Source: an optimization exercise on an open RTL-to-GDS flow (aim: small area, a short achievable clock period and few clock cycles per item). Production flows keep margins and buffers that such runs may drop.
Only simulation tests tie the RTL to the original design; equivalence was not proved.
Power figures rest on the tool's default switching activity, not on a simulated workload.

==> flow/design.v (outline; a module is shown in full before it is edited, if it fits) <==
// module fltr_sched: 1766 lines
// module fltr_fa: 4 lines
// module fltr_ha: 4 lines
module fltr_sched #(
   parameter int unsigned NCH  = 4,
   parameter int unsigned TAPS = 4,
   parameter int unsigned DW   = 16,
   parameter int unsigned CW   = 16,
   parameter int unsigned OW   = 32
) (
   input  logic                     clk,
   input  logic                     rst_n,
   input  logic [NCH-1:0]           req_vld,
   input  logic [NCH*DW-1:0]        req_data,
   output logic [NCH-1:0]           req_rdy,
   input  logic                     cfg_we,
   input  logic [$clog2(TAPS)-1:0]  cfg_addr,
   input  logic [CW-1:0]            cfg_coef,
   output logic                     cfg_busy,
   output logic                     out_vld,
   input  logic                     out_rdy,
   output logic [$clog2(NCH)-1:0]   out_ch,
   output logic [OW-1:0]            out_data
);
  // ...
==> flow/run.sh <==
#!/bin/bash
# synth_recipe.tcl (not shown) runs the flow's synth.tcl, then flattens the netlist and writes it again
# the make line also repeats each setting of config.mk as NAME=value (left out here)
make -C /OpenROAD-flow-scripts/flow DESIGN_CONFIG=/design/flow/config.mk WORK_HOME=/design/flow/orfs CLKGATE_MAP_FILE= SYNTH_SCRIPT=/design/flow/synth_recipe.tcl finish
==> flow/config.mk <==
export PLATFORM = sky130hd
export DESIGN_NAME = fltr_sched
export DESIGN_NICKNAME = fltr_sched
export VERILOG_FILES = /design/flow/design.v
export SDC_FILE = /design/flow/constraint.sdc
export NUM_CORES = 4
export LEC_CHECK = 0
export CAP_MARGIN = 20
export CORE_MARGIN = 2
export CORE_UTILIZATION = 40
export SETUP_SLACK_MARGIN = 5
export SLEW_MARGIN = 20
export SYNTH_HIERARCHICAL = 1
export SYNTH_MINIMUM_KEEP_SIZE = 0
==> flow/constraint.sdc <==
create_clock -name core_clock -period 11.0 [get_ports {clk}]
set_input_delay 2.2000 -clock core_clock [delete_from_list [all_inputs] [get_ports {clk}]]
set_output_delay 2.2000 -clock core_clock [all_outputs]
set_load 0.01 [all_outputs]
==> PnR_summary.wiki, run 1 <==
{| class="wikitable"
! Metric !! Value
|-
| Die area || 0.111 mm^2
|-
| Worst setup SP type || flip-flop
|-
| Reg-to-reg slack, setup || 5.26 ns
|-
| Area fraction in compound gates after synthesis || 22.7%
|-
| CTS hold repair buffers || 0
|-
| Number of antenna violations at the first check in global routing || 1
|-
| Run status || timing/DRC/antenna clean
|-
| Sum of routed wire segments on met1 || 65300 um
|-
| Most area-hungry cell type in the Yosys netlist || sky130_fd_sc_hd__fa_1
|-
| Total via count after detailed routing || 35401
|-
| Area of the mapped netlist || 0.0433 mm^2
|-
| Most frequent cells in the layout || sky130_fd_sc_hd__a22oi_1, sky130_fd_sc_hd__xnor2_1, sky130_fd_sc_hd__fa_1
|-
| Main combinational cell family by area after synthesis || adder cells
|-
| Leading cell type in the layout, fill and taps excluded || sky130_fd_sc_hd__a22oi_1
|-
| Category of cells accounting for the largest share of critical-path delay || compound AO/OA/AOI/OAI gates
|-
| Leading registers by flop count || hist_q x192, op_q x64
|-
| Final setup slack of the worst path || 5.02 ns
|-
| Fraction of registers with async set or reset after synthesis || 24.9%
|-
| Multi-input logic portion of the cell area || 61.1%
|-
| Crit-path cells || ha_2, inv_2, fa_2, nor2b_2, o31ai_2, a31o_2, a211oi_4, o31a_1, o211ai_1, buf_4, a21oi_4, buf_6, buf_16, a21oi_1, dlygate4sd2_1
|-
| TAP cells || 1403
|-
| Worst path depth || 15
|-
| Overflow left after global routing || 0
|-
| All-layer global routing usage || 30.4%
|-
| Chip height || 333 um
|}
Testbench counts, summed over its fixed seeds: cycles 2,064, items 2,048.
==> run 2, diff against run 1 <==
--- a/flow/design.v
+++ b/flow/design.v
@@ -1714,16 +1714,17 @@
    wire fs516, fc516;
    fltr_fa u_fs516 (.a(fc453), .b(fs486), .c(fc485), .s(fs516), .co(fc516));
    wire fs517, fc517;
    fltr_fa u_fs517 (.a(fc455), .b(fs487), .c(fc486), .s(fs517), .co(fc517));
    wire fs518, fc518;
    fltr_fa u_fs518 (.a(hs29), .b(fc457), .c(fc487), .s(fs518), .co(fc518));
    wire [33:0] row_a = {1'b1, fc518, fc517, fc516, fc515, fc514, fc513, fc512, fc511, fc510, fc509, fc508, fc507, fc506, fc505, fc504, fc503, fc502, fc501, fc500, fc499, fc498, fc497, fc496, fc495, fc494, fc493, fc492, fc491, fc490, fc489, fc488, hc30, hs30};
    wire [33:0] row_b = {1'b0, hc29, fs518, fs517, fs516, fs515, fs514, fs513, fs512, fs511, fs510, fs509, fs508, fs507, fs506, fs505, fs504, fs503, fs502, fs501, fs500, fs499, fs498, fs497, fs496, fs495, fs494, fs493, fs492, fs491, fs490, fs489, fs488, fs399};
+   assign acc = row_a + row_b;
    logic [33:0] o_sum;
    logic [31:0] sat;
    assign o_sum = o_ra_q + o_rb_q;
    assign sat = (o_sum[33:31] == 3'b000 || o_sum[33:31] == 3'b111) ? o_sum[31:0] :
                 o_sum[33] ? 32'h8000_0000 : 32'h7FFF_FFFF;
    always_ff @(posedge clk or negedge rst_n) begin
       if (!rst_n) begin
          last_q  <= 2'd3;
@@ -1734,30 +1735,30 @@
          a_vld_q <= 1'b0;
          o_vld_q <= 1'b0;
       end else begin
          if (cfg_we && !a_vld_q) begin
             bone[cfg_addr] <= wone;
             btwo[cfg_addr] <= wtwo;
             bneg[cfg_addr] <= wneg;
          end
-         if (hs) begin
-            last_q <= gnt_ch;
-            if (cnt_q[gnt_ch] != 2'd3) cnt_q[gnt_ch] <= cnt_q[gnt_ch] + 2'd1;
-         end
+         if (hs) last_q <= gnt_ch;
+         for (int c = 0; c < 4; c++)
+            if (hs && gnt[c] && cnt_q[c] != 2'd3) cnt_q[c] <= cnt_q[c] + 2'd1;
          if (acc_ok) a_vld_q <= hs;
          if (out_move) o_vld_q <= a_vld_q;
       end
    end
    always_ff @(posedge clk) begin
-      if (hs) begin
+      if (acc_ok) begin
          op_q   <= op_d;
          a_ch_q <= gnt_ch;
-         hist_q[gnt_ch] <= {hist_q[gnt_ch][1:0], op_d[0]};
       end
+      for (int c = 0; c < 4; c++)
+         if (hs && gnt[c]) hist_q[c] <= {hist_q[c][1:0], req_data[16*c +: 16]};
       if (out_move) begin
          o_ch_q  <= a_ch_q;
          o_ra_q  <= row_a;
          o_rb_q  <= row_b;
       end
    end
    assign cfg_busy = a_vld_q;
    assign out_vld  = o_vld_q;
==> flow/flow/run.sh (new file) <==
#!/bin/bash
# Standard synthesis and layout; the only change is a larger setup slack margin for
# ORFS's repair_timing steps, so the layout is optimised beyond the 11 ns constraint.
set -uo pipefail
MARGIN=6.0
bash standard.sh synth > synth.log 2>&1 || { tail -50 synth.log; exit 1; }
bash standard.sh SETUP_SLACK_MARGIN=$MARGIN finish > layout.log 2>&1 || { tail -50 layout.log; exit 1; }
==> flow/standard.sh (new file) <==
#!/bin/bash
# synth_recipe.tcl (not shown) runs the flow's synth.tcl, then flattens the netlist and writes it again
# the make line also repeats each setting of config.mk as NAME=value (left out here)
make -C /OpenROAD-flow-scripts/flow DESIGN_CONFIG=/design/flow/config.mk WORK_HOME=/design/flow/orfs CLKGATE_MAP_FILE= SYNTH_SCRIPT=/design/flow/synth_recipe.tcl "${@:-finish}"
==> flow/config.mk (replaced) <==
export PLATFORM = sky130hd
export DESIGN_NAME = fltr_sched
export DESIGN_NICKNAME = fltr_sched
export VERILOG_FILES = /design/flow/design.v
export SDC_FILE = /design/flow/constraint.sdc
export NUM_CORES = 4
export LEC_CHECK = 0
export CAP_MARGIN = 20
export CORE_MARGIN = 2
export CORE_UTILIZATION = 40
export SLEW_MARGIN = 20
export SYNTH_HIERARCHICAL = 1
export SYNTH_MINIMUM_KEEP_SIZE = 0
removed: flow/run.sh
==> PnR_summary.wiki, run 2 <==
{| class="wikitable"
! Metric !! Value
|-
| Total via count after detailed routing || 28760 (was 35401)
|-
| # nets final || 4126 (was 4570)
|-
| Chip height || 315 um (was 333 um)
|-
| Area Growth Syn to Fin || 18.0% (was 10.3%)
|-
| Startpoint of the lowest-slack register-to-register path || btwo[5] (was op_q[1])
|-
| HP Start || a_ch_q[0] (unchanged)
|-
| Slowest library cell on the worst path || sky130_fd_sc_hd__a211o_4 (was sky130_fd_sc_hd__a211oi_4)
|-
| FF/Latch Area || 0.0126 mm^2 (was 0.0125 mm^2)
|-
| Footprint of the multi-input gates || 0.0253 mm^2 (was 0.0292 mm^2)
|-
| Fraction of registers with async set or reset after synthesis || 24.9% (unchanged)
|-
| Sequential-to-total area share from yosys stat || 32.4% (was 28.8%)
|-
| Setup repair after global routing missed its margin || yes (unchanged)
|-
| Max FFs per register || 192 (unchanged)
|-
| Final setup slack of the worst path || 5.15 ns (was 5.02 ns)
|-
| Arrival time of data at the critical path endpoint || 3.65 ns (was 3.78 ns)
|-
| Worst clock skew on the final layout || 0.0214 ns (was 0.0412 ns)
|-
| Max Slew Vio Count || 0 (unchanged)
|-
| Yosys warning count || 8 (was 7)
|-
| Port Buffers || 129 (unchanged)
|-
| Reg-to-reg slack, setup || 6.02 ns (was 5.26 ns)
|-
| Biggest cell delay along the critical path || 0.36 ns (was 0.45 ns)
|-
| Cell with the most instances after synthesis || sky130_fd_sc_hd__a22oi_1 (unchanged)
|-
| Crit-path cells || ha_2, inv_2, fa_2, nand2b_4, a21o_1, a211o_4, a211oi_4, o21ai_2, xnor2_4, buf_6, o21ai_4, buf_12, a21oi_2, dlygate4sd2_1 (was ha_2, inv_2, fa_2, nor2b_2, o31ai_2, a31o_2, a211oi_4, o31a_1, o211ai_1, buf_4, a21oi_4, buf_6, buf_16, a21oi_1, dlygate4sd2_1)
|-
| Root buf cell || sky130_fd_sc_hd__clkbuf_16 (unchanged)
|-
| Initial standard-cell utilization of the core || 40.5% (was 40.4%)
|-
| Final wirelength || 140000 um (was 172000 um)
|-
| Count of H-tree levels built during CTS || 2 (unchanged)
|-
| Max Cap Violations || 0 (unchanged)
|-
| Cell area after layout || 0.0455 mm^2 (was 0.0478 mm^2)
|-
| Clock-pin slew of the registers on the worst-case setup and hold paths || 0.06 ns (about the same)
|-
| Worst slack at placement || 4.33 ns (was 3.46 ns)
|-
| Predominant post-synthesis flop cell || sky130_fd_sc_hd__edfxtp_1 (unchanged)
|-
| Sum of buffers and inverters on the critical path || 4 (was 5)
|-
| CTS hold repair buffers || 0 (unchanged)
|-
| Post-placement cell area || 0.0408 mm^2 (was 0.0455 mm^2)
|-
| Starting DRC count in detailed routing || 3861 (was 4963)
|-
| Distinct cells, synth || 62 (was 76)
|-
| Headroom to the max-slew limit || 18.9% (was 6.82%)
|-
| Most frequent cells in the layout || sky130_fd_sc_hd__a22oi_1, sky130_fd_sc_hd__xnor2_1, sky130_fd_sc_hd__fa_1 (unchanged)
|-
| Count of state elements after synthesis || 434 (unchanged)
|-
| PD cells || 356 mW/mm^2 (was 353 mW/mm^2)
|-
| Vias in the first global route || 28855 (was 35214)
|-
| Post-synth EDFFs || 326 (unchanged)
|-
| Io pins || 130 (unchanged)
|-
| Leading cell type in the layout, fill and taps excluded || sky130_fd_sc_hd__a22oi_1 (unchanged)
|-
| Routability-driven placement congestion ratio || 0.984 (was 1.01)
|-
| Final critical delay including setup and external delays || 5.85 ns (was 5.98 ns)
|-
| Run status || timing/DRC/antenna clean (unchanged)
|-
| Cells taking the most area after synthesis || sky130_fd_sc_hd__fa_1, sky130_fd_sc_hd__edfxtp_1, sky130_fd_sc_hd__xnor2_1, sky130_fd_sc_hd__a22oi_1, sky130_fd_sc_hd__dfrtp_1 (unchanged)
|-
| Largest net degree at the start of global routing || 67 (was 77)
|-
| All-layer global routing usage || 27.8% (was 30.4%)
|-
| Leading registers by flop count || hist_q x192, op_q x64 (unchanged)
|-
| Most instantiated cells after synthesis || sky130_fd_sc_hd__a22oi_1, sky130_fd_sc_hd__xnor2_1, sky130_fd_sc_hd__fa_1 (unchanged)
|-
| Final Hold Viols || 0 (unchanged)
|-
| Worst setup SP type || flip-flop (unchanged)
|-
| Die area || 0.0990 mm^2 (was 0.111 mm^2)
|-
| Total iterations of the first detailed-routing run || 6 (unchanged)
|-
| Endpoints failing setup || 0 (unchanged)
|-
| Avg WL per Cell || 29.6 um (was 32.4 um)
|-
| Largest Register || hist_q (unchanged)
|-
| Mean cell area of the mapped netlist || 11.9 um^2 (was 10.8 um^2)
|-
| Type of the worst min-delay path || reg -> reg (unchanged)
|-
| Maximum count of clock buffers along a single path || 3 (unchanged)
|-
| Post-detailed-route count of antenna-violating nets || 0 (unchanged)
|-
| TritonCTS sink count || 434 (unchanged)
|-
| Setup TNS || 0 ns (unchanged)
|-
| CTS tree || built (unchanged)
|-
| Filler cell count in the final layout || 8628 (was 10087)
|-
| Number of clock buffers inserted by TritonCTS || 46 (was 50)
|-
| Maximum clock frequency || 171 MHz (was 167 MHz)
|-
| Slew of the pin with the lowest slew margin || 1.21 ns (was 1.39 ns)
|-
| Overflow left after global routing || 0 (unchanged)
|-
| Dpl hpwl || 95000 um (was 119000 um)
|-
| Number of diodes added for antenna fixing || 0 (unchanged)
|-
| Category of cells accounting for the largest share of critical-path delay || compound AO/OA/AOI/OAI gates (unchanged)
|-
| Final clock period utilization by the worst path || 53.2% (was 54.4%)
|-
| Vias per inst || 6.09 (was 6.66)
|-
| Critical Path Sink Type || output port (unchanged)
|-
| Top cell type's share of synthesized area || 26.9% (was 24.0%)
|-
| Horizontal die dimension || 315 um (was 333 um)
|-
| Crit Path Category || reg -> out (unchanged)
|-
| Area of the mapped netlist || 0.0386 mm^2 (was 0.0433 mm^2)
|-
| Hold WS || 0.422 ns (was 0.465 ns)
|-
| Worst IR Drop VDD || 610 uV (was 328 uV)
|-
| Number of design rule violations left after detail routing || 0 (unchanged)
|-
| Fraction of layout cells with a size suffix above 1 || 19.5% (was 8.66%)
|-
| Most area-hungry cell type in the Yosys netlist || sky130_fd_sc_hd__fa_1 (unchanged)
|-
| Number of rows created at floorplan || 113 (was 120)
|-
| First-pass GRT wire length || 201000 um (was 249000 um)
|-
| Biggest fanout along the worst timing path || 12 (was 8)
|-
| Data required time of the critical path || 8.80 ns (about the same)
|-
| Cells after Synth || 3254 (was 4009)
|-
| Leakage Power || 17.2 nW (was 17.7 nW)
|-
| Crit path from || o_ra_q[0] (unchanged)
|-
| Core ar. || 0.0953 mm^2 (was 0.107 mm^2)
|-
| Clk Latency, worst-skew pair || 0.63 ns (was 0.68 ns)
|-
| Number of antenna violations at the first check in global routing || 1 (unchanged)
|}
## run 2: cell types whose count changed after synthesis, sizes merged, moves of 25 or more
cell,delta
a21oi,-72
a221o,-54
a22o,-79
a22oi,+71
buf,-46
clkbuf,-46
mux2i,-25
nand2,-97
nor2,-56
o21ai,-69
o221ai,-49
o2bb2ai,-80
## run 2: final timing paths
kind                           endpoint  cells past startpoint
max                        out_data[20]                     14
min                           o_ch_q[0]                      0
max reg2reg                  o_rb_q[17]                     11
min reg2reg                   o_ch_q[0]                      0
max in group asynchronous       bone[5]                      2
min in group asynchronous       a_vld_q                      1
## run 2: area by class of cell
type	count	share of cell area [%]
Clock buffer	59	2.63
Clock inverter	26	0.643
Inverter	27	0.261
Multi-Input combinational cell	2434	55.6
Sequential cell	434	27.6
Tap cell	1265	3.48
Timing Repair Buffer	480	9.71
## run 2: kinds of logic after synthesis
logic type	count (synthesis)	share of synthesized area [%]
XOR/XNOR	578	13.1
other	1	0.00972
AND/OR/NAND/NOR	318	3.64
buffers and inverters	399	3.95
adder cells (fa/ha/maj)	613	30.0
flip-flops	434	32.4
AO/OA/AOI/OAI	911	16.9
## run 2: through the flow
stage / total power, mW / std cells / utilization, %
6_report: 16.2 / 4725 / 47.8
4_1_cts: 15.9 / 4660 / 46.8
2_1_floorplan: 9.82 / 3261 / -
3_5_place_dp: 13.6 / 4366 / 42.8
3_3_place_gp: 13.5 / 4366 / 42.8
5_1_grt: 17.5 / 4725 / 47.8
## run 2: where the power goes
part           switching (mW)  internal, mW
combinational            6.45          5.13
sequential              0.231          2.84
clock                   0.688         0.872
## run 2: per-layer routing
metal	part of all wire [%]	global-route usage, %	up-vias
met5	0.011	0	-
met2	43	41.0	2008
met1	39	36.8	14511
met4	5.3	12.0	2
met3	13	10.0	374
li1	-	-	11865
## run 2: repair_timing
item,in CTS,in global routing
pin swaps,41,57
resized for setup,268,138
buffers inserted,201,64
cloned,8,1
setup endpoints to repair,63,60
## run 2: per-module statistics from Yosys, one instance, submodules excluded
module      cells inside  copies in the design  flip-flops and latches  area, um^2
fltr_fa                1                   518                       0        20.0
fltr_ha                1                    30                       0        12.5
fltr_sched          2706                     1                     434       27800
Testbench counts of run 2, summed over its fixed seeds: cycles 2,064, items 2,048.

-- re-timing with driven ports --
Ports are ideal in the flow. The routed layouts listed here were re-timed in OpenROAD.
Step 1: set_driving_cell puts a clkbuf_16 on clk and a buf_2 on each other input, an assumption about the parent block.
Step 2 moves the port delays by t, midway between the first and last clock arrival at a register: inputs arrive t later, outputs are due t later. That takes back most of the time a late clock gives input paths.
Three values: no drivers, after step 1, after step 2; two values: the first two.
run	t (ns)	slack for setup (ns)	worst data-port slew with drivers (ns)
run 1	0.726	5.018 / 4.955 / 4.497	0.09
run 2	0.685	5.151 / 5.082 / 5.675	0.07
After both steps every run listed still meets setup and hold. The setup slack of run 1, which loses most, moves by -0.063 ns with the drivers and by -0.521 ns with both steps.
